What follows belongs to an exercise in optimizing a design on an open flow for small area; a production flow would make more cautious choices. At most, simulation tests tie the RTL to the original design; equivalence was not proved. Power and IR drop assume default switching activity.

== main ==
==> flow/design.v <==
package tiler_pkg;
  localparam ARRAY_WIDTH = 12;
endpackage
`timescale 1ns/100ps
module tiler_top (
  input  logic                      clk_int,
  input  logic                      rst_ni,
  input  logic                      clear_i,
  input  logic                      start_i,
  input  logic [53:0]               cfg_i,
  output logic                      ready_o,
  output logic                      valid_o,
  output logic [363:0]              result_o
);
  function automatic logic ge_const(input logic [12:0] x, input logic [12:0] k);
    ge_const = 1'b1;
    for (int i = 0; i < 13; i++) begin
      ge_const = k[i] ? (x[i] & ge_const) : (x[i] | ge_const);
    end
  endfunction
  logic       busy_q, valid_q, last;
  logic [5:0] t_q;
  logic       load, ph_div, ph_p, ph_xw;
  assign load   = start_i & ~busy_q;
  assign ph_div = busy_q & (t_q < 6'd13);
  assign ph_p   = busy_q & (t_q >= 6'd13) & (t_q < 6'd26);
  assign ph_xw  = busy_q & (t_q >= 6'd26);
  assign last   = busy_q & (t_q == 6'd50);
  always_ff @(posedge clk_int or negedge rst_ni) begin
    if (!rst_ni) begin
      busy_q  <= 1'b0;
      valid_q <= 1'b0;
    end else if (clear_i) begin
      busy_q  <= 1'b0;
      valid_q <= 1'b0;
    end else begin
      valid_q <= last;
      if (load)      busy_q <= 1'b1;
      else if (last) busy_q <= 1'b0;
    end
  end
  always_ff @(posedge clk_int) begin
    t_q <= busy_q ? t_q + 6'd1 : 6'd0;
  end
  logic [15:0] n_q, k_q;
  logic [1:0]  m_lo_q;
  logic [2:0]  op_q;
  logic [1:0]  fmt_q;
  always_ff @(posedge clk_int) begin
    if (load) begin
      n_q    <= cfg_i[21:6];
      k_q    <= cfg_i[37:22];
      m_lo_q <= cfg_i[39:38];
      op_q   <= cfg_i[5:3];
      fmt_q  <= {cfg_i[2] | cfg_i[1], cfg_i[2] | cfg_i[0]};
    end
  end
  logic [14:0] u_d;
  logic [12:0] u_q;
  logic [1:0]  r3_q;
  logic        u_msb, qbit;
  logic [2:0]  tr;
  tiler_rca #(.W(15)) u_rca_u (.a({1'b0, cfg_i[53:40]}), .b({13'd0, 1'b1, cfg_i[39] | cfg_i[38]}),
                               .ci(1'b0), .s(u_d), .co());
  assign u_msb = u_q[12];
  assign tr    = {r3_q, u_msb};
  assign qbit  = (tr >= 3'd3);
  always_ff @(posedge clk_int) begin
    if (load) begin
      u_q  <= u_d[12:0];
      r3_q <= u_d[14:13];
    end else begin
      u_q <= {u_q[11:0], ph_div ? qbit : u_msb};
      if (ph_div) r3_q <= qbit ? 2'(tr - 3'd3) : tr[1:0];
    end
  end
  logic [12:0] a_iter, b_iter, c_iter;
  logic [13:0] d_iter;
  logic [3:0]  m_mod;
  logic        n_lo_nz;
  assign a_iter  = {u_q[11:0], u_q[12]};
  logic k_lo_nz, n_lo16_nz;
  assign n_lo_nz   = |n_q[1:0];
  assign n_lo16_nz = |n_q[3:0];
  assign k_lo_nz   = |k_q[3:0];
  tiler_rca #(.W(13)) u_rca_b (.a({1'b0, k_q[15:4]}), .b(13'd0), .ci(k_lo_nz), .s(b_iter), .co());
  tiler_rca #(.W(13)) u_rca_c (.a({1'b0, n_q[15:4]}), .b(13'd0), .ci(n_lo16_nz), .s(c_iter), .co());
  tiler_rca #(.W(14)) u_rca_d (.a(n_q[15:2]), .b(14'd0), .ci(n_lo_nz), .s(d_iter), .co());
  assign m_mod   = {(m_lo_q == 2'd0) ? ((r3_q == 2'd2) ? 2'd0 : r3_q + 2'd1) : r3_q, m_lo_q};
  logic [17:0] n3, k3;
  tiler_rca #(.W(18)) u_rca_n3 (.a({2'b0, n_q}), .b({1'b0, n_q, 1'b0}), .ci(1'b0), .s(n3), .co());
  tiler_rca #(.W(18)) u_rca_k3 (.a({2'b0, k_q}), .b({1'b0, k_q, 1'b0}), .ci(1'b0), .s(k3), .co());
  logic [2:0] slots;
  assign slots = {1'b0, n_q[3:2]} + {2'b0, n_lo_nz};
  logic [24:0] p_q;
  logic        abit;
  logic [24:0] p_add;
  assign abit  = ph_p & u_msb;
  tiler_rca #(.W(25)) u_rca_p (.a({p_q[23:0], 1'b0}), .b({13'd0, k_q[15:4] & {12{abit}}}),
                               .ci(abit & k_lo_nz), .s(p_add), .co());
  always_ff @(posedge clk_int) begin
    p_q <= {p_add[24:1], p_add[0] | (ph_xw & p_q[24])};
  end
  logic        pbit;
  logic [31:0] x_q;
  logic [29:0] w_q;
  logic pbit_q;
  always_ff @(posedge clk_int) begin
    pbit_q <= busy_q & (t_q >= 6'd25) & (t_q != 6'd50) & p_add[24];
  end
  assign pbit = pbit_q;
  logic d_wrap_q, pbit_w;
  always_ff @(posedge clk_int) begin
    d_wrap_q <= (&n_q[15:2]) & n_lo_nz;
  end
  assign pbit_w = pbit & ~d_wrap_q;
  logic [31:0] x_add;
  logic [29:0] w_add;
  tiler_rca #(.W(32)) u_rca_x (.a({x_q[30:0], 1'b0}), .b({20'd0, n_q[15:4] & {12{pbit}}}),
                               .ci(pbit & n_lo16_nz), .s(x_add), .co());
  tiler_rca #(.W(30)) u_rca_w (.a({w_q[28:0], 1'b0}), .b({16'd0, n_q[15:2] & {14{pbit_w}}}),
                               .ci(pbit_w & n_lo_nz), .s(w_add), .co());
  always_ff @(posedge clk_int) begin
    x_q <= x_add;
    w_q <= w_add;
  end
  logic [26:0] p3;
  logic        c3;
  assign c3 = p_q[12] ? ge_const(p_q[12:0], 13'd5462) : ge_const(p_q[12:0], 13'd2731);
  tiler_rca #(.W(13)) u_rca_p3l (.a(p_q[12:0]), .b({p_q[11:0], 1'b0}),
                                 .ci(1'b0), .s(p3[12:0]), .co());
  tiler_rca #(.W(14)) u_rca_p3h (.a({2'b0, p_q[24:13]}), .b({1'b0, p_q[24:12]}),
                                 .ci(c3), .s(p3[26:13]), .co());
  logic [4:0] s1_op;
  logic [2:0] s1_rnd, s2_rnd, cfmt;
  always_comb begin
    case (op_q[2:1])
      2'd0:    s1_op = 5'd0;
      2'd1:    s1_op = 5'd2;
      2'd2:    s1_op = 5'd3;
      default: s1_op = 5'd7;
    endcase
  end
  assign s1_rnd = {2'b0, op_q[2] & op_q[1]};
  assign s2_rnd = {2'b0, ~op_q[0] & (op_q[2] ^ op_q[1])};
  assign cfmt   = {fmt_q[1], ~fmt_q[1], fmt_q[0]};
  assign result_o = {
    3'd0, a_iter,                  
    3'd0, c_iter,                  
    d_iter, 2'd0,                  
    3'd0, b_iter,                  
    4'd0, m_mod,                   
    4'd0, n_q[3:0],                
    6'd0, n_q[1:0],                
    4'd0, k_q[3:0],                
    3'd0, slots, 2'd0,             
    15'd0, n_q, 1'b0,              
    11'd0, n3, 3'd0,               
    15'd0, k_q, 1'b0,              
    11'd0, k3, 3'd0,               
    s1_op,                         
    5'd7,                          
    s1_rnd,                        
    s2_rnd,                        
    cfmt,                          
    op_q != 3'd0,                  
    p_q[15:0],                     
    x_q,                           
    w_q, 2'd0,                     
    3'd0, p3, 2'd0                 
  };
  assign ready_o = ~busy_q;
  assign valid_o = valid_q;
endmodule
module tiler_rca #(
  parameter int W = 8
) (
  input  logic [W-1:0] a,
  input  logic [W-1:0] b,
  input  logic         ci,
  output logic [W-1:0] s,
  output logic         co
);
  logic [W:0] c;
  assign c[0] = ci;
  for (genvar i = 0; i < W; i++) begin : g_bit
    assign {c[i+1], s[i]} = {1'b0, a[i]} + {1'b0, b[i]} + {1'b0, c[i]};
  end
  assign co = c[W];
endmodule
Settings: LEC_CHECK=0, CAP_MARGIN=20, CORE_MARGIN=2, CORE_UTILIZATION=40, SLEW_MARGIN=20; clock period 10.0 ns.
standard.sh (not shown) runs the stock make flow with config.mk's settings and CLKGATE_MAP_FILE= SYNTH_SCRIPT=/design/flow/synth_recipe.tcl, a recipe that flattens the netlist after the stock synthesis.
==> flow/flow/run.sh <==
#!/bin/bash
# The standard layout, with the smallest buffer on the ports, the constant
# outputs left on the synthesis tie cells, and a small clock tree.
set -euo pipefail
export BUFFER_PORTS_ARGS="-buffer_cell sky130_fd_sc_hd__buf_1"
export SKIP_REPAIR_TIE_FANOUT=1
export CTS_ARGS="-sink_clustering_enable -repair_clock_nets -dont_use_dummy_load -buf_list sky130_fd_sc_hd__clkbuf_8 -root_buf sky130_fd_sc_hd__clkbuf_8 -sink_clustering_size 40 -sink_clustering_max_diameter 300 -sink_clustering_buffer sky130_fd_sc_hd__clkbuf_16"
bash standard.sh > standard_flow.log 2>&1
main finished all stages; the layout is clean.
--- input diff main..the feature branch ---
-- flow/design.v --
<<< main, line 19
    end
  endfunction
  logic       busy_q, valid_q, last;
  logic [5:0] t_q;
  logic       load, ph_div, ph_p, ph_xw;
  assign load   = start_i & ~busy_q;
  assign ph_div = busy_q & (t_q < 6'd13);
  assign ph_p   = busy_q & (t_q >= 6'd13) & (t_q < 6'd26);
  assign ph_xw  = busy_q & (t_q >= 6'd26);
  assign last   = busy_q & (t_q == 6'd50);
  always_ff @(posedge clk_int or negedge rst_ni) begin
    if (!rst_ni) begin
      busy_q  <= 1'b0;
      valid_q <= 1'b0;
    end else if (clear_i) begin
      busy_q  <= 1'b0;
      valid_q <= 1'b0;
    end else begin
      valid_q <= last;
      if (load)      busy_q <= 1'b1;
      else if (last) busy_q <= 1'b0;
    end
  end
  always_ff @(posedge clk_int) begin
    t_q <= busy_q ? t_q + 6'd1 : 6'd0;
  end
  logic [15:0] n_q, k_q;
>>> the feature branch, line 19
    end
  endfunction
  logic       busy_q, valid;
  logic [5:0] t_q;
  logic       load, ph_div, ph_p, ph_xw;
  assign load   = start_i & ready_o;
  assign ph_div = busy_q & (t_q < 6'd13);
  assign ph_p   = busy_q & (t_q >= 6'd13) & (t_q < 6'd26);
  assign ph_xw  = busy_q & (t_q >= 6'd26);
  assign valid  = busy_q & (t_q == 6'd51);
  always_ff @(posedge clk_int or negedge rst_ni) begin
    if (!rst_ni) begin
      busy_q <= 1'b0;
    end else if (clear_i) begin
      busy_q <= 1'b0;
    end else begin
      if (load)       busy_q <= 1'b1;
      else if (valid) busy_q <= 1'b0;
    end
  end
  always_ff @(posedge clk_int) begin
    t_q <= (busy_q & ~valid) ? t_q + 6'd1 : 6'd0;
  end
  logic [15:0] n_q, k_q;
<<< main, line 80
  logic        n_lo_nz;
  assign a_iter  = {u_q[11:0], u_q[12]};
  logic k_lo_nz, n_lo16_nz;
  assign n_lo_nz   = |n_q[1:0];
  assign n_lo16_nz = |n_q[3:0];
  assign k_lo_nz   = |k_q[3:0];
  tiler_rca #(.W(13)) u_rca_b (.a({1'b0, k_q[15:4]}), .b(13'd0), .ci(k_lo_nz), .s(b_iter), .co());
  tiler_rca #(.W(13)) u_rca_c (.a({1'b0, n_q[15:4]}), .b(13'd0), .ci(n_lo16_nz), .s(c_iter), .co());
  tiler_rca #(.W(14)) u_rca_d (.a(n_q[15:2]), .b(14'd0), .ci(n_lo_nz), .s(d_iter), .co());
  assign m_mod   = {(m_lo_q == 2'd0) ? ((r3_q == 2'd2) ? 2'd0 : r3_q + 2'd1) : r3_q, m_lo_q};
>>> the feature branch, line 77
  logic        n_lo_nz;
  assign a_iter  = {u_q[11:0], u_q[12]};
  assign n_lo_nz = |n_q[1:0];
  tiler_rca #(.W(13)) u_rca_b (.a({1'b0, k_q[15:4]}), .b(13'd0), .ci(|k_q[3:0]), .s(b_iter), .co());
  tiler_rca #(.W(13)) u_rca_c (.a({1'b0, n_q[15:4]}), .b(13'd0), .ci(|n_q[3:0]), .s(c_iter), .co());
  tiler_rca #(.W(14)) u_rca_d (.a(n_q[15:2]), .b(14'd0), .ci(n_lo_nz), .s(d_iter), .co());
  assign m_mod   = {(m_lo_q == 2'd0) ? ((r3_q == 2'd2) ? 2'd0 : r3_q + 2'd1) : r3_q, m_lo_q};
<<< main, line 97
  logic [24:0] p_add;
  assign abit  = ph_p & u_msb;
  tiler_rca #(.W(25)) u_rca_p (.a({p_q[23:0], 1'b0}), .b({13'd0, k_q[15:4] & {12{abit}}}),
                               .ci(abit & k_lo_nz), .s(p_add), .co());
  always_ff @(posedge clk_int) begin
    p_q <= {p_add[24:1], p_add[0] | (ph_xw & p_q[24])};
>>> the feature branch, line 91
  logic [24:0] p_add;
  assign abit  = ph_p & u_msb;
  tiler_rca #(.W(25)) u_rca_p (.a({p_q[23:0], 1'b0}), .b({12'd0, b_iter & {13{abit}}}),
                               .ci(1'b0), .s(p_add), .co());
  always_ff @(posedge clk_int) begin
    p_q <= {p_add[24:1], p_add[0] | (ph_xw & p_q[24])};
<<< main, line 105
  logic [31:0] x_q;
  logic [29:0] w_q;
  logic pbit_q;
  always_ff @(posedge clk_int) begin
    pbit_q <= busy_q & (t_q >= 6'd25) & (t_q != 6'd50) & p_add[24];
  end
  assign pbit = pbit_q;
  logic d_wrap_q, pbit_w;
  always_ff @(posedge clk_int) begin
    d_wrap_q <= (&n_q[15:2]) & n_lo_nz;
  end
  assign pbit_w = pbit & ~d_wrap_q;
  logic [31:0] x_add;
  logic [29:0] w_add;
  tiler_rca #(.W(32)) u_rca_x (.a({x_q[30:0], 1'b0}), .b({20'd0, n_q[15:4] & {12{pbit}}}),
                               .ci(pbit & n_lo16_nz), .s(x_add), .co());
  tiler_rca #(.W(30)) u_rca_w (.a({w_q[28:0], 1'b0}), .b({16'd0, n_q[15:2] & {14{pbit_w}}}),
                               .ci(pbit_w & n_lo_nz), .s(w_add), .co());
  always_ff @(posedge clk_int) begin
    x_q <= x_add;
>>> the feature branch, line 99
  logic [31:0] x_q;
  logic [29:0] w_q;
  assign pbit = ph_xw & p_q[24];
  logic [31:0] x_add;
  logic [29:0] w_add;
  tiler_rca #(.W(32)) u_rca_x (.a({x_q[30:0], 1'b0}), .b({19'd0, c_iter & {13{pbit}}}),
                               .ci(1'b0), .s(x_add), .co());
  tiler_rca #(.W(30)) u_rca_w (.a({w_q[28:0], 1'b0}), .b({16'd0, d_iter & {14{pbit}}}),
                               .ci(1'b0), .s(w_add), .co());
  always_ff @(posedge clk_int) begin
    x_q <= x_add;
<<< main, line 170
    3'd0, p3, 2'd0                 
  };
  assign ready_o = ~busy_q;
  assign valid_o = valid_q;
endmodule
module tiler_rca #(
>>> the feature branch, line 155
    3'd0, p3, 2'd0                 
  };
  assign ready_o = ~busy_q | valid;
  assign valid_o = valid;
endmodule
module tiler_rca #(
Results
The run showing the smaller post-detailed-routing wire length is main. Cmp main and the feature branch / clock period minus worst slack / higher: main. Area of the die ends up lower on the feature branch. In the feature branch, fraction of final layout cells with drive strength greater than 1 is higher than in main. The feature branch was carried through to the last stage, and its layout satisfied the timing, DRC and antenna checks. Total routing usage reported by global routing, main and the feature branch: lower on main. In the metrics for main and the feature branch, the one carrying the lower switching portion of total power is the feature branch. Diff main -> the feature branch | flip-flop and latch area | down slightly. | post-synthesis share of cell area spent on full adders, half adders and majority gates | the feature branch vs main | ≈ equal |.
No run of this note included a check of the RTL's function; only the layout flow was run.

---

tiler_top, a different RTL version from the one above (not shown whole).
Size in the first run: roughly 700 cells after synthesis, about 150 flip-flops, about 420 I/O pins.
## tiler_top
module tiler_top (
  input  logic                      clk_int,
  input  logic                      rst_ni,
  input  logic                      clear_i,
  input  logic                      start_i,
  input  logic [53:0]               cfg_i,
  output logic                      ready_o,
  output logic                      valid_o,
  output logic [363:0]              result_o
);
==> module tiler_top, before the edit <==
module tiler_top (
  input  logic                      clk_int,
  input  logic                      rst_ni,
  input  logic                      clear_i,
  input  logic                      start_i,
  input  logic [53:0]               cfg_i,
  output logic                      ready_o,
  output logic                      valid_o,
  output logic [363:0]              result_o
);
  function automatic logic ge_const(input logic [12:0] x, input logic [12:0] k);
    ge_const = 1'b1;
    for (int i = 0; i < 13; i++) begin
      ge_const = k[i] ? (x[i] & ge_const) : (x[i] | ge_const);
    end
  endfunction
  logic       busy_q, valid_q;
  logic [5:0] t_q;
  logic       load, ph_div, ph_p, ph_xw, last;
  assign load   = start_i & ~busy_q;
  assign ph_div = busy_q & (t_q < 6'd13);
  assign ph_p   = busy_q & (t_q >= 6'd13) & (t_q < 6'd26);
  assign ph_xw  = busy_q & (t_q >= 6'd26);
  assign last   = busy_q & (t_q == 6'd50);
  always_ff @(posedge clk_int or negedge rst_ni) begin
    if (!rst_ni) begin
      busy_q  <= 1'b0;
      valid_q <= 1'b0;
    end else if (clear_i) begin
      busy_q  <= 1'b0;
      valid_q <= 1'b0;
    end else begin
      valid_q <= last;
      if (load)      busy_q <= 1'b1;
      else if (last) busy_q <= 1'b0;
    end
  end
  always_ff @(posedge clk_int) begin
    t_q <= busy_q ? t_q + 6'd1 : 6'd0;
  end
  logic [15:0] n_q, k_q;
  logic [1:0]  m_lo_q;
  logic [2:0]  op_q;
  logic [1:0]  fmt_q;
  always_ff @(posedge clk_int) begin
    if (load) begin
      n_q    <= cfg_i[21:6];
      k_q    <= cfg_i[37:22];
      m_lo_q <= cfg_i[39:38];
      op_q   <= cfg_i[5:3];
      fmt_q  <= {cfg_i[2] | cfg_i[1], cfg_i[2] | cfg_i[0]};
    end
  end
  logic [14:0] u_d;
  logic [12:0] u_q;
  logic [1:0]  r3_q;
  logic        u_msb, qbit;
  logic [2:0]  tr;
  tiler_rca #(.W(15)) u_rca_u (.a({1'b0, cfg_i[53:40]}), .b({13'd0, 1'b1, cfg_i[39] | cfg_i[38]}),
                               .ci(1'b0), .s(u_d), .co());
  assign u_msb = u_q[12];
  assign tr    = {r3_q, u_msb};
  assign qbit  = (tr >= 3'd3);
  always_ff @(posedge clk_int) begin
    if (load) begin
      u_q  <= u_d[12:0];
      r3_q <= u_d[14:13];
    end else begin
      u_q <= {u_q[11:0], ph_div ? qbit : u_msb};
      if (ph_div) r3_q <= qbit ? 2'(tr - 3'd3) : tr[1:0];
    end
  end
  logic [12:0] a_iter, b_iter, c_iter;
  logic [13:0] d_iter;
  logic [3:0]  m_mod;
  logic        n_lo_nz;
  assign a_iter  = {u_q[11:0], u_q[12]};
  assign n_lo_nz = |n_q[1:0];
  tiler_rca #(.W(13)) u_rca_b (.a({1'b0, k_q[15:4]}), .b(13'd0), .ci(|k_q[3:0]), .s(b_iter), .co());
  tiler_rca #(.W(13)) u_rca_c (.a({1'b0, n_q[15:4]}), .b(13'd0), .ci(|n_q[3:0]), .s(c_iter), .co());
  tiler_rca #(.W(14)) u_rca_d (.a(n_q[15:2]), .b(14'd0), .ci(n_lo_nz), .s(d_iter), .co());
  assign m_mod   = {(m_lo_q == 2'd0) ? ((r3_q == 2'd2) ? 2'd0 : r3_q + 2'd1) : r3_q, m_lo_q};
  logic [17:0] n3, k3;
  tiler_rca #(.W(18)) u_rca_n3 (.a({2'b0, n_q}), .b({1'b0, n_q, 1'b0}), .ci(1'b0), .s(n3), .co());
  tiler_rca #(.W(18)) u_rca_k3 (.a({2'b0, k_q}), .b({1'b0, k_q, 1'b0}), .ci(1'b0), .s(k3), .co());
  logic [2:0] slots;
  assign slots = {1'b0, n_q[3:2]} + {2'b0, n_lo_nz};
  logic [24:0] p_q;
  logic        abit;
  logic [24:0] p_add;
  assign abit  = ph_p & u_msb;
  tiler_rca #(.W(25)) u_rca_p (.a({p_q[23:0], 1'b0}), .b({12'd0, b_iter & {13{abit}}}),
                               .ci(1'b0), .s(p_add), .co());
  always_ff @(posedge clk_int) begin
    p_q <= {p_add[24:1], p_add[0] | (ph_xw & p_q[24])};
  end
  logic        pbit;
  logic [31:0] x_q;
  logic [29:0] w_q;
  assign pbit = ph_xw & p_q[24];
  logic [31:0] x_add;
  logic [29:0] w_add;
  tiler_rca #(.W(32)) u_rca_x (.a({x_q[30:0], 1'b0}), .b({19'd0, c_iter & {13{pbit}}}),
                               .ci(1'b0), .s(x_add), .co());
  tiler_rca #(.W(30)) u_rca_w (.a({w_q[28:0], 1'b0}), .b({16'd0, d_iter & {14{pbit}}}),
                               .ci(1'b0), .s(w_add), .co());
  always_ff @(posedge clk_int) begin
    x_q <= x_add;
    w_q <= w_add;
  end
  logic [26:0] p3;
  logic        c3;
  assign c3 = p_q[12] ? ge_const(p_q[12:0], 13'd5462) : ge_const(p_q[12:0], 13'd2731);
  tiler_rca #(.W(13)) u_rca_p3l (.a(p_q[12:0]), .b({p_q[11:0], 1'b0}),
                                 .ci(1'b0), .s(p3[12:0]), .co());
  tiler_rca #(.W(14)) u_rca_p3h (.a({2'b0, p_q[24:13]}), .b({1'b0, p_q[24:12]}),
                                 .ci(c3), .s(p3[26:13]), .co());
  logic [4:0] s1_op;
  logic [2:0] s1_rnd, s2_rnd, cfmt;
  always_comb begin
    case (op_q[2:1])
      2'd0:    s1_op = 5'd0;
      2'd1:    s1_op = 5'd2;
      2'd2:    s1_op = 5'd3;
      default: s1_op = 5'd7;
    endcase
  end
  assign s1_rnd = {2'b0, op_q[2] & op_q[1]};
  assign s2_rnd = {2'b0, ~op_q[0] & (op_q[2] ^ op_q[1])};
  assign cfmt   = {fmt_q[1], ~fmt_q[1], fmt_q[0]};
  assign result_o = {
    3'd0, a_iter,                  
    3'd0, c_iter,                  
    d_iter, 2'd0,                  
    3'd0, b_iter,                  
    4'd0, m_mod,                   
    4'd0, n_q[3:0],                
    6'd0, n_q[1:0],                
    4'd0, k_q[3:0],                
    3'd0, slots, 2'd0,             
    15'd0, n_q, 1'b0,              
    11'd0, n3, 3'd0,               
    15'd0, k_q, 1'b0,              
    11'd0, k3, 3'd0,               
    s1_op,                         
    5'd7,                          
    s1_rnd,                        
    s2_rnd,                        
    cfmt,                          
    op_q != 3'd0,                  
    p_q[15:0],                     
    x_q,                           
    w_q, 2'd0,                     
    3'd0, p3, 2'd0                 
  };
  assign ready_o = ~busy_q;
  assign valid_o = valid_q;
endmodule
==> module tiler_rca, before the edit <==
module tiler_rca #(
  parameter int W = 8
) (
  input  logic [W-1:0] a,
  input  logic [W-1:0] b,
  input  logic         ci,
  output logic [W-1:0] s,
  output logic         co
);
  logic [W:0] c;
  assign c[0] = ci;
  for (genvar i = 0; i < W; i++) begin : g_bit
    assign s[i]   = a[i] ^ b[i] ^ c[i];
    assign c[i+1] = (a[i] & b[i]) | (c[i] & (a[i] ^ b[i]));
  end
  assign co = c[W];
endmodule
==> flow/config.mk <==
export PLATFORM = sky130hd
export DESIGN_NAME = tiler_top
export DESIGN_NICKNAME = tiler_top
export VERILOG_FILES = /design/flow/design.v
export SDC_FILE = /design/flow/constraint.sdc
export NUM_CORES = 4
export LEC_CHECK = 0
export CAP_MARGIN = 20
export CORE_MARGIN = 2
export CORE_UTILIZATION = 40
export SLEW_MARGIN = 20
==> flow/constraint.sdc <==
create_clock -name core_clock -period 10.0 [get_ports {clk_int}]
set_input_delay 2.0000 -clock core_clock [delete_from_list [all_inputs] [get_ports {clk_int}]]
set_output_delay 2.0000 -clock core_clock [all_outputs]
set_load 0.01 [all_outputs]
Scripts as last shown in full above: flow/flow/run.sh
The baseline completed without violations.
Then changed:
--- a/flow/design.v
+++ b/flow/design.v
@@ -18,9 +18,9 @@
       ge_const = k[i] ? (x[i] & ge_const) : (x[i] | ge_const);
     end
   endfunction
-  logic       busy_q, valid_q;
+  logic       busy_q, valid_q, last;
   logic [5:0] t_q;
-  logic       load, ph_div, ph_p, ph_xw, last;
+  logic       load, ph_div, ph_p, ph_xw;
   assign load   = start_i & ~busy_q;
   assign ph_div = busy_q & (t_q < 6'd13);
   assign ph_p   = busy_q & (t_q >= 6'd13) & (t_q < 6'd26);
@@ -79,9 +79,12 @@
   logic [3:0]  m_mod;
   logic        n_lo_nz;
   assign a_iter  = {u_q[11:0], u_q[12]};
-  assign n_lo_nz = |n_q[1:0];
-  tiler_rca #(.W(13)) u_rca_b (.a({1'b0, k_q[15:4]}), .b(13'd0), .ci(|k_q[3:0]), .s(b_iter), .co());
-  tiler_rca #(.W(13)) u_rca_c (.a({1'b0, n_q[15:4]}), .b(13'd0), .ci(|n_q[3:0]), .s(c_iter), .co());
+  logic k_lo_nz, n_lo16_nz;
+  assign n_lo_nz   = |n_q[1:0];
+  assign n_lo16_nz = |n_q[3:0];
+  assign k_lo_nz   = |k_q[3:0];
+  tiler_rca #(.W(13)) u_rca_b (.a({1'b0, k_q[15:4]}), .b(13'd0), .ci(k_lo_nz), .s(b_iter), .co());
+  tiler_rca #(.W(13)) u_rca_c (.a({1'b0, n_q[15:4]}), .b(13'd0), .ci(n_lo16_nz), .s(c_iter), .co());
   tiler_rca #(.W(14)) u_rca_d (.a(n_q[15:2]), .b(14'd0), .ci(n_lo_nz), .s(d_iter), .co());
   assign m_mod   = {(m_lo_q == 2'd0) ? ((r3_q == 2'd2) ? 2'd0 : r3_q + 2'd1) : r3_q, m_lo_q};
   logic [17:0] n3, k3;
@@ -93,8 +96,8 @@
   logic        abit;
   logic [24:0] p_add;
   assign abit  = ph_p & u_msb;
-  tiler_rca #(.W(25)) u_rca_p (.a({p_q[23:0], 1'b0}), .b({12'd0, b_iter & {13{abit}}}),
-                               .ci(1'b0), .s(p_add), .co());
+  tiler_rca #(.W(25)) u_rca_p (.a({p_q[23:0], 1'b0}), .b({13'd0, k_q[15:4] & {12{abit}}}),
+                               .ci(abit & k_lo_nz), .s(p_add), .co());
   always_ff @(posedge clk_int) begin
     p_q <= {p_add[24:1], p_add[0] | (ph_xw & p_q[24])};
   end
@@ -102,12 +105,17 @@
   logic [31:0] x_q;
   logic [29:0] w_q;
   assign pbit = ph_xw & p_q[24];
+  logic d_wrap_q, pbit_w;
+  always_ff @(posedge clk_int) begin
+    d_wrap_q <= (&n_q[15:2]) & n_lo_nz;
+  end
+  assign pbit_w = pbit & ~d_wrap_q;
   logic [31:0] x_add;
   logic [29:0] w_add;
-  tiler_rca #(.W(32)) u_rca_x (.a({x_q[30:0], 1'b0}), .b({19'd0, c_iter & {13{pbit}}}),
-                               .ci(1'b0), .s(x_add), .co());
-  tiler_rca #(.W(30)) u_rca_w (.a({w_q[28:0], 1'b0}), .b({16'd0, d_iter & {14{pbit}}}),
-                               .ci(1'b0), .s(w_add), .co());
+  tiler_rca #(.W(32)) u_rca_x (.a({x_q[30:0], 1'b0}), .b({20'd0, n_q[15:4] & {12{pbit}}}),
+                               .ci(pbit & n_lo16_nz), .s(x_add), .co());
+  tiler_rca #(.W(30)) u_rca_w (.a({w_q[28:0], 1'b0}), .b({16'd0, n_q[15:2] & {14{pbit_w}}}),
+                               .ci(pbit_w & n_lo_nz), .s(w_add), .co());
   always_ff @(posedge clk_int) begin
     x_q <= x_add;
     w_q <= w_add;
@@ -172,8 +180,7 @@
   logic [W:0] c;
   assign c[0] = ci;
   for (genvar i = 0; i < W; i++) begin : g_bit
-    assign s[i]   = a[i] ^ b[i] ^ c[i];
-    assign c[i+1] = (a[i] & b[i]) | (c[i] & (a[i] ^ b[i]));
+    assign {c[i+1], s[i]} = {1'b0, a[i]} + {1'b0, b[i]} + {1'b0, c[i]};
   end
   assign co = c[W];
 endmodule
Result: Hold slack is worse by 0.0057 ns; power barely changes; sequential power rises by about 0.8%; flip-flop and latch count grows by 1; routed wire length fell by 2.5%; combinational power falls by about 3%; final cell count goes up by 1.8%.
Only the layout flow was run in the second run of this note; the RTL was not checked for function there.

==> port drivers added, routing unchanged <==
Ports are ideal in the flow. The routed layouts listed here were re-timed in OpenROAD.
Step 1, drivers: a clkbuf_16 drives clk_int and a buf_2 each remaining input, both assumed.
Step 2 also shifts input and output timing later by t, the mid clock arrival at the registers, as if the neighbouring blocks saw the same clock.
Slacks: ideal / step 1 / step 2; pairs: ideal / step 1.
| run | t, ns | setup WS [ns] | clock arrival spread, ns | worst data-port slew with drivers (ns) |
|---|---|---|---|---|
| main | 0.464 | 0.380 / 0.380 / 0.380 | 0.035 / 0.035 | 0.07 |
| the feature branch | 0.469 | 0.397 / 0.397 / 0.397 | 0.034 / 0.034 | 0.05 |
| the first run of note 2 | 0.479 | 0.670 / 0.670 / 0.670 | 0.056 / 0.056 | 0.07 |
| the second run of note 2 | 0.468 | 0.450 / 0.450 / 0.450 | 0.047 / 0.048 | 0.06 |
After both steps setup and hold are still met in every run listed.
